From an optimization exercise on the open Yosys and OpenROAD flow, aimed at small area and a short achievable clock period; shortcuts taken in it are not production practice.
Only simulation tests tie the RTL to the original design; equivalence was not proved.
Power is estimated from default activity; no workload was simulated.

<file path="constraint.sdc">
create_clock -name core_clock -period 8.0 [get_ports {clk}]
set_input_delay 1.6000 -clock core_clock [delete_from_list [all_inputs] [get_ports {clk}]]
set_output_delay 1.6000 -clock core_clock [all_outputs]
set_load 0.01 [all_outputs]
</file>
<file path="config.mk">
export PLATFORM = sky130hd
export DESIGN_NAME = rv_core
export DESIGN_NICKNAME = rv_core
export VERILOG_FILES = /design/flow/design.v
export SDC_FILE = /design/flow/constraint.sdc
export NUM_CORES = 4
export LEC_CHECK = 0
export CAP_MARGIN = 20
export CORE_MARGIN = 2
export CORE_UTILIZATION = 40
export SLEW_MARGIN = 20
</file>
<file path="run.sh">
#!/bin/bash
# synth_recipe.tcl (not shown) runs the flow's synth.tcl, then flattens the netlist and writes it again
# the make line also repeats each setting of config.mk as NAME=value (left out here)
make -C /OpenROAD-flow-scripts/flow DESIGN_CONFIG=/design/flow/config.mk WORK_HOME=/design/flow/orfs CLKGATE_MAP_FILE= SYNTH_SCRIPT=/design/flow/synth_recipe.tcl finish
</file>
<file path="design.v">
package rv_pkg;
    localparam int xlen       = 32;
    localparam int reg_addr_w = 5;
    localparam int n_regs     = 32;
    localparam int funct3_w   = 3;
    localparam logic [xlen-1:0] reset_pc = 32'h0040_0000;
    localparam logic [4:0] op_op_imm = 5'b00100;
    localparam logic [4:0] op_auipc  = 5'b00101;
    localparam logic [4:0] op_op     = 5'b01100;
    localparam logic [4:0] op_lui    = 5'b01101;
    localparam logic [funct3_w-1:0] alu_add  = 3'd0;
    localparam logic [funct3_w-1:0] alu_sll  = 3'd1;
    localparam logic [funct3_w-1:0] alu_slt  = 3'd2;
    localparam logic [funct3_w-1:0] alu_sltu = 3'd3;
    localparam logic [funct3_w-1:0] alu_xor  = 3'd4;
    localparam logic [funct3_w-1:0] alu_sr   = 3'd5;  
    localparam logic [funct3_w-1:0] alu_or   = 3'd6;
    localparam logic [funct3_w-1:0] alu_and  = 3'd7;
endpackage
import rv_pkg::*;
module fetch_unit (
    input  logic            clk,
    input  logic            rst_n,
    output logic [xlen-1:0] icache_addr,
    output logic [xlen-1:0] pc_if,
    output logic            if_valid
);
    logic [xlen-1:0] pc;
    always_ff @(posedge clk) begin
        if (!rst_n) begin
            pc       <= reset_pc;
            if_valid <= 1'b0;
        end else begin
            pc       <= pc + 32'd4;
            if_valid <= 1'b1;
        end
    end
    always_ff @(posedge clk) begin
        pc_if <= pc;
    end
    assign icache_addr = pc;
endmodule
import rv_pkg::*;
module inst_decoder (
    input  logic [xlen-1:0]       icache_data,
    output logic                  supported,
    output logic [reg_addr_w-1:0] rs1_addr_d,
    output logic [reg_addr_w-1:0] rs2_addr_d,
    output logic [reg_addr_w-1:0] rd_d,
    output logic [xlen-1:0]       imm_d,
    output logic                  use_pc,
    output logic                  use_imm,
    output logic [funct3_w-1:0]   funct3_d,
    output logic                  alt_d
);
    logic [31:0]         op_oh;
    logic                is_op;
    logic                is_op_imm;
    logic                is_lui;
    logic                is_auipc;
    logic [funct3_w-1:0] funct3;
    logic [xlen-1:0]     imm_i;
    logic [xlen-1:0]     imm_u;
    always_comb begin
        op_oh = '0;
        op_oh[icache_data[6:2]] = 1'b1;
    end
    assign is_op     = op_oh[op_op];
    assign is_op_imm = op_oh[op_op_imm];
    assign is_lui    = op_oh[op_lui];
    assign is_auipc  = op_oh[op_auipc];
    assign supported = is_op | is_op_imm | is_lui | is_auipc;
    assign funct3 = icache_data[14:12];
    assign imm_i  = {{20{icache_data[31]}}, icache_data[31:20]};
    assign imm_u  = {icache_data[31:12], 12'd0};
    assign rs1_addr_d = (is_op | is_op_imm) ? icache_data[19:15] : '0;
    assign rs2_addr_d = is_op ? icache_data[24:20] : '0;
    assign rd_d       = supported ? icache_data[11:7] : '0;
    assign imm_d = is_op_imm ? imm_i : ((is_lui | is_auipc) ? imm_u : '0);
    assign use_pc  = is_auipc;
    assign use_imm = is_op_imm | is_lui | is_auipc;
    assign funct3_d = (is_op | is_op_imm) ? funct3 : alu_add;
    assign alt_d = icache_data[30] & (is_op | (is_op_imm & (funct3 == alu_sr)));
endmodule
import rv_pkg::*;
module id_stage (
    input  logic                  clk,
    input  logic                  rst_n,
    input  logic                  if_valid,
    input  logic                  supported,
    input  logic [xlen-1:0]       pc_if,
    input  logic [reg_addr_w-1:0] rs1_addr_d,
    input  logic [reg_addr_w-1:0] rs2_addr_d,
    input  logic [reg_addr_w-1:0] rd_d,
    input  logic [xlen-1:0]       imm_d,
    input  logic                  use_pc,
    input  logic                  use_imm,
    input  logic [funct3_w-1:0]   funct3_d,
    input  logic                  alt_d,
    output logic [reg_addr_w-1:0] rs1_addr,
    output logic [reg_addr_w-1:0] rs2_addr,
    input  logic [xlen-1:0]       rs1,
    input  logic [xlen-1:0]       rs2,
    input  logic [xlen-1:0]       ex_result,
    input  logic                  wb_valid,
    input  logic [reg_addr_w-1:0] wb_rd,
    input  logic [xlen-1:0]       wb_data,
    output logic [xlen-1:0]       alu_a,
    output logic [xlen-1:0]       alu_b,
    output logic [funct3_w-1:0]   alu_funct3,
    output logic                  alu_alt,
    output logic [reg_addr_w-1:0] ex_rd,
    output logic                  ex_valid
);
    logic                  sup_q;
    logic [reg_addr_w-1:0] rd_q;
    logic [xlen-1:0]       imm_q;
    logic                  use_pc_q;
    logic                  use_imm_q;
    logic                  id_valid;
    logic [xlen-1:0]       rs1_fwd;
    logic [xlen-1:0]       rs2_fwd;
    always_ff @(posedge clk) begin
        if (!rst_n)
            sup_q <= 1'b0;
        else
            sup_q <= supported;
    end
    always_ff @(posedge clk) begin
        rs1_addr   <= rs1_addr_d;
        rs2_addr   <= rs2_addr_d;
        rd_q       <= rd_d;
        imm_q      <= imm_d;
        use_pc_q   <= use_pc;
        use_imm_q  <= use_imm;
        alu_funct3 <= funct3_d;
        alu_alt    <= alt_d;
    end
    assign id_valid = if_valid & sup_q;  
    always_comb begin
        if (rs1_addr == '0)
            rs1_fwd = '0;
        else if (ex_valid && ex_rd == rs1_addr)
            rs1_fwd = ex_result;
        else if (wb_valid && wb_rd == rs1_addr)
            rs1_fwd = wb_data;
        else
            rs1_fwd = rs1;
    end
    always_comb begin
        if (rs2_addr == '0)
            rs2_fwd = '0;
        else if (ex_valid && ex_rd == rs2_addr)
            rs2_fwd = ex_result;
        else if (wb_valid && wb_rd == rs2_addr)
            rs2_fwd = wb_data;
        else
            rs2_fwd = rs2;
    end
    assign alu_a = use_pc_q ? pc_if : rs1_fwd;
    assign alu_b = use_imm_q ? imm_q : rs2_fwd;
    always_ff @(posedge clk) begin
        if (!rst_n)
            ex_valid <= 1'b0;
        else
            ex_valid <= id_valid;
    end
    always_ff @(posedge clk) begin
        ex_rd <= rd_q;
    end
endmodule
import rv_pkg::*;
module alu (
    input  logic                clk,
    input  logic [xlen-1:0]     a,
    input  logic [xlen-1:0]     b,
    input  logic [funct3_w-1:0] funct3,
    input  logic                alt,
    output logic [xlen-1:0]     result
);
    logic [xlen-1:0] r;
    logic [4:0]      shamt;
    assign shamt = b[4:0];
    always_comb begin
        case (funct3)
            alu_add:  r = alt ? a - b : a + b;
            alu_sll:  r = a << shamt;
            alu_slt:  r = {31'd0, $signed(a) < $signed(b)};
            alu_sltu: r = {31'd0, a < b};
            alu_xor:  r = a ^ b;
            alu_sr:   r = alt ? $unsigned($signed(a) >>> shamt) : a >> shamt;
            alu_or:   r = a | b;
            default:  r = a & b;  
        endcase
    end
    always_ff @(posedge clk) begin
        result <= r;  
    end
endmodule
import rv_pkg::*;
module ma_stage (
    input  logic                  clk,
    input  logic                  rst_n,
    input  logic                  ex_valid,
    input  logic [reg_addr_w-1:0] ex_rd,
    input  logic [xlen-1:0]       ex_result,
    output logic                  wb_valid,
    output logic [reg_addr_w-1:0] wb_rd,
    output logic [xlen-1:0]       wb_data
);
    always_ff @(posedge clk) begin
        if (!rst_n)
            wb_valid <= 1'b0;
        else
            wb_valid <= ex_valid;
    end
    always_ff @(posedge clk) begin
        wb_rd   <= ex_rd;
        wb_data <= ex_result;
    end
endmodule
import rv_pkg::*;
module gpr_file (
    input  logic                  clk,
    input  logic [reg_addr_w-1:0] rs1_addr,
    input  logic [reg_addr_w-1:0] rs2_addr,
    output logic [xlen-1:0]       rs1,
    output logic [xlen-1:0]       rs2,
    input  logic                  wb_valid,
    input  logic [reg_addr_w-1:0] wb_rd,
    input  logic [xlen-1:0]       wb_data
);
    logic [xlen-1:0] regs [1:n_regs-1];  
    always_ff @(posedge clk) begin
        if (wb_valid && wb_rd != '0)
            regs[wb_rd] <= wb_data;
    end
    assign rs1 = (rs1_addr == '0) ? '0 : regs[rs1_addr];
    assign rs2 = (rs2_addr == '0) ? '0 : regs[rs2_addr];
endmodule
module rv_core (
    input  logic                          clk,
    input  logic                          rst_n,
    input  logic [rv_pkg::xlen-1:0]       icache_data,
    output logic [rv_pkg::xlen-1:0]       icache_addr,
    output logic                          wb_valid,
    output logic [rv_pkg::reg_addr_w-1:0] wb_rd,
    output logic [rv_pkg::xlen-1:0]       wb_data
);
    logic [rv_pkg::xlen-1:0]       pc_if;
    logic                          if_valid;
    logic                          supported;
    logic [rv_pkg::reg_addr_w-1:0] rs1_addr_d;
    logic [rv_pkg::reg_addr_w-1:0] rs2_addr_d;
    logic [rv_pkg::reg_addr_w-1:0] rd_d;
    logic [rv_pkg::xlen-1:0]       imm_d;
    logic                          use_pc;
    logic                          use_imm;
    logic [rv_pkg::funct3_w-1:0]   funct3_d;
    logic                          alt_d;
    logic [rv_pkg::reg_addr_w-1:0] rs1_addr;
    logic [rv_pkg::reg_addr_w-1:0] rs2_addr;
    logic [rv_pkg::xlen-1:0]       rs1;
    logic [rv_pkg::xlen-1:0]       rs2;
    logic [rv_pkg::xlen-1:0]       alu_a;
    logic [rv_pkg::xlen-1:0]       alu_b;
    logic [rv_pkg::funct3_w-1:0]   alu_funct3;
    logic                          alu_alt;
    logic [rv_pkg::xlen-1:0]       ex_result;
    logic [rv_pkg::reg_addr_w-1:0] ex_rd;
    logic                          ex_valid;
    fetch_unit u_fetch (
        .clk(clk), .rst_n(rst_n), .icache_addr(icache_addr),
        .pc_if(pc_if), .if_valid(if_valid)
    );
    inst_decoder u_dec (
        .icache_data(icache_data), .supported(supported),
        .rs1_addr_d(rs1_addr_d), .rs2_addr_d(rs2_addr_d), .rd_d(rd_d), .imm_d(imm_d),
        .use_pc(use_pc), .use_imm(use_imm), .funct3_d(funct3_d), .alt_d(alt_d)
    );
    id_stage u_id (
        .clk(clk), .rst_n(rst_n), .if_valid(if_valid), .supported(supported), .pc_if(pc_if),
        .rs1_addr_d(rs1_addr_d), .rs2_addr_d(rs2_addr_d), .rd_d(rd_d), .imm_d(imm_d),
        .use_pc(use_pc), .use_imm(use_imm), .funct3_d(funct3_d), .alt_d(alt_d),
        .rs1_addr(rs1_addr), .rs2_addr(rs2_addr), .rs1(rs1), .rs2(rs2),
        .ex_result(ex_result), .wb_valid(wb_valid), .wb_rd(wb_rd), .wb_data(wb_data),
        .alu_a(alu_a), .alu_b(alu_b), .alu_funct3(alu_funct3), .alu_alt(alu_alt),
        .ex_rd(ex_rd), .ex_valid(ex_valid)
    );
    alu u_alu (
        .clk(clk), .a(alu_a), .b(alu_b), .funct3(alu_funct3), .alt(alu_alt),
        .result(ex_result)
    );
    ma_stage u_ma (
        .clk(clk), .rst_n(rst_n), .ex_valid(ex_valid), .ex_rd(ex_rd), .ex_result(ex_result),
        .wb_valid(wb_valid), .wb_rd(wb_rd), .wb_data(wb_data)
    );
    gpr_file u_gpr (
        .clk(clk), .rs1_addr(rs1_addr), .rs2_addr(rs2_addr), .rs1(rs1), .rs2(rs2),
        .wb_valid(wb_valid), .wb_rd(wb_rd), .wb_data(wb_data)
    );
endmodule
</file>
==> flow_metrics.tcl <==
set metrics [dict create \
    finalWirelength_um 230000 \
    vias 43887 \
    fmax_mhz 134 \
    hold_depth 0 \
    clk-insertion-delay-late_ns 0.76 \
    nets 4758 \
    numPortBuffers 99 \
    die_h_um 398 \
    worstSetupPathType "flip-flop to flip-flop" \
    grt_pass1_vias 42634 \
    path_clk_slew_ns 0.06 \
    cts_resized 0 \
    drv_slew 0 \
    tightest_slew_ns 1.12 \
    final_common_cell "edfxtp_1" \
    crit_path_cell_trace "mux4_2, a22o_1, a2111oi_0, nor4_2, a311oi_1, nand2_1, ha_1, or2_2, or4_1, nand3b_1, or4_1, a2111oi_0, buf_4, o22ai_1, nor2_1, a21oi_1, o21ai_0, a21oi_1, or3_1" \
    min_to "u_id.ex_rd[2]$_DFF_P_" \
    core_area_mm2 0.154 \
    synth-seq-area-share_pct 54.2 \
    final.min_clock_period_ns 7.49 \
    r2r_cells 19 \
    wl_per_cell_um 33.9 \
    cts_setup_buffers 0 \
    start_kind "flip-flop" \
    dpl.hpwl_um 152000 \
    rrSetupSlack_ns 0.51 \
    cts.hold.buffers_added 0 \
    gr-total-overflow 0 \
    cts.htree.levels 3 \
    cts-root-buf "clkbuf_16" \
    dieArea_mm2 0.158 \
    end_kind "flip-flop" \
    area_growth_pct 13.4 \
    finalSetupTns_ns 0 \
    yosysTopAreaCell "edfxtp_1" \
    synth_area_leaders "edfxtp_1 (48%), mux4_2 (15%), dfxtp_1 (6.2%)" \
    worst_slack_ns 0.513 \
    path_buf_inv 1 \
    cap_violations 0 \
    synth_edf_count 992 \
    std_cell_rows 144 \
    status "no timing/DRC/antenna violations" \
    rsz0062_at_grt "no" \
    antenna_left 0 \
    crit_arrival_ns 8.12 \
    synth_cell_types 94 \
    regArea_mm2 0.0336 \
    grt_usage_pct 28.6 \
    period_share_pct 93.6 \
    critPathLaunch "u_id.rs1_addr[0]$_SDFF_PN0_" \
    min_from "u_id.rd_q[2]$_SDFF_PN0_" \
    antenna_found_initial 8 \
    final_hold_viol_count 0 \
    setup_viol 0 \
    numCtsBuffers 117 \
    ioPinCount 104 \
    syn_area_per_cell_um2 13.8 \
    r2r-start "u_id.rs1_addr[0]$_SDFF_PN0_" \
    firstDrtPassIters 6 \
    synthCells 4484 \
    vias_per_cell 6.49 \
    synth_area_mm2 0.0621 \
    fin_util_pct 45.7 \
    cts_tree "done" \
    finalClockSkew_ns 0.0429 \
    cp_top_family "simple AND/OR/NAND/NOR gates" \
    clock_sinks 1183 \
    r2r-end "u_alu.result[0]$_DFF_P_" \
    grt_pass1_wl_um 322000 \
    drc 0 \
    cpMaxStageDelayCell "a2111oi_0" \
    relSlewSlack_pct 23.5 \
    hp-class "flip-flop to flip-flop" \
    most-common-layout-cells "edfxtp_1 (992), mux4_2 (414), mux2i_1 (309)" \
    yosys_warnings 6 \
    ir_drop_uv 191 \
    power_density_mw_per_mm2 192 \
    grt_max_degree 66 \
    clk_path_buf_depth 3 \
    cp_max_fo 32 \
    gp_congestion 0.988 \
    critPathMaxStageDelay_ns 0.88 \
    drive_above_1_share_pct 21.8 \
    cp.depth 19 \
    dpl_worst_slack_ns 0.722 \
    num-fill-cells 13661 \
    drt_iter0_drc 5950 \
    multiInputGateArea_mm2 0.0267 \
    synth_top_area_share_pct 48.0 \
    yosys_most_used_dff "edfxtp_1" \
    whs_ns 0.327 \
    die_width_um 398 \
    ys_seq_elements 1183 \
    start_util_pct 40.3 \
    power.leakage_nw 23.1 \
    synthArstFlopShare_pct 0 \
    cp.required_ns 8.63 \
]
metrics by stage:
step	instance area (um^2)	cells	total power [mW]
finish	70400	6765	13.5
global route	70400	6765	13.9
CTS	70400	6763	13.6
detailed placement	66500	6543	8.05
global placement	66500	6543	8.04
floorplan	62100	4485	7.54
layout make-up:
| type | instances | area share [%] |
|---|---|---|
| Antenna cell | 2 | 0.00711 |
| Clock buffer | 144 | 4.45 |
| Clock inverter | 76 | 1.04 |
| Inverter | 113 | 0.603 |
| Multi-Input combinational cell | 2836 | 37.9 |
| Sequential cell | 1183 | 47.8 |
| Tap cell | 2044 | 3.63 |
| Timing Repair Buffer | 367 | 4.55 |
cell families after synthesis:
group	count (synthesis)	synth area share (%)
flops	1183	54.2
compound gates	980	10.9
simple gates	890	6.72
mux	791	21.7
buf+inv	466	3.39
fa+ha+maj	106	2.16
xor+xnor	67	0.946
other cells	1	0.00604
flip-flops by register name, summed over array words and instances, names as in the netlist, 5 cells and up:
signal         count
u_id.rs1_addr      5
u_gpr.regs       992
u_fetch.pc        30
u_ma.wb_data      32
u_id.imm_q        32
u_ma.wb_rd         5
u_id.rs2_addr      5
u_alu.result      32
u_id.rd_q          5
u_id.ex_rd         5
u_fetch.pc_if     30
metal layers:
layer | track usage, % | vias to the layer above | part of all wire, %
li1 | - | 18154 | -
met1 | 37.7 | 22718 | 39
met2 | 44.9 | 2495 | 46
met3 | 5.90 | 514 | 9.7
met4 | 14.2 | 6 | 5.5
met5 | 0 | - | 0.018
synthesized netlist by cell type (all sizes together) (15+ instances only):
master   count
edfxtp     992
mux4       432
mux2i      314
nor2       287
nand2      243
a21oi      226
clkbuf     200
dfxtp      191
o21ai      175
buf        153
inv        111
ha         104
and2        72
nor3        60
nand3       55
a211oi      50
xnor2       50
o22ai       49
a22o        45
mux2        45
a21o        42
a31oi       40
o221ai      37
a22oi       35
a2111oi     30
and3        30
nand4       29
a221oi      23
a21boi      22
nor2b       22
o21a        22
o211ai      20
o22a        20
nand2b      19
a221o       17
xor2        17
nor4        15
worst max-delay path by stage:
stage,end
5_1_grt,u_alu.result[0]$_DFF_P_
4_1_cts,u_alu.result[0]$_DFF_P_
3_5_place_dp,u_alu.result[0]$_DFF_P_
2_1_floorplan,u_alu.result[0]$_DFF_P_
6_report,u_alu.result[0]$_DFF_P_
3_3_place_gp,u_alu.result[0]$_DFF_P_
where the power goes:
group          total [mW]  internal [mW]  switching, mW
combinational        1.11          0.377          0.738
clock                5.59           3.14           2.45
sequential           6.84           6.77         0.0609
total                13.5           10.3           3.24

## afterwards: timing with drivers on the ports
The results above use ideal ports. As a check the final layout listed here was re-extracted and re-timed, cells and wires unchanged.
Step 1 (the two cells are an assumption about what drives the block):
set clk [get_ports {clk}]
set_driving_cell -lib_cell sky130_fd_sc_hd__clkbuf_16 $clk
set_driving_cell -lib_cell sky130_fd_sc_hd__buf_2 [delete_from_list [all_inputs] $clk]
Step 2 adds t to the input delays and takes it off the output delays; t is the mean of the earliest and latest rising clock arrival at the registers after step 1. Input paths then give back, and output paths get back, about the clock's delay inside the block.
a / b / c = ideal / step 1 / step 2; a / b = the first two.
t, ns: 0.825
slack for setup (ns): 0.513 / 0.513 / 0.513
clock arrival spread, ns: 0.049 / 0.048
worst data-port slew with drivers (ns): 0.14
cell pins on the clock port's net: 1
After both steps this run still meets setup and hold. The setup slack of this run moves by 0.000 ns with the drivers and by 0.000 ns with both steps.
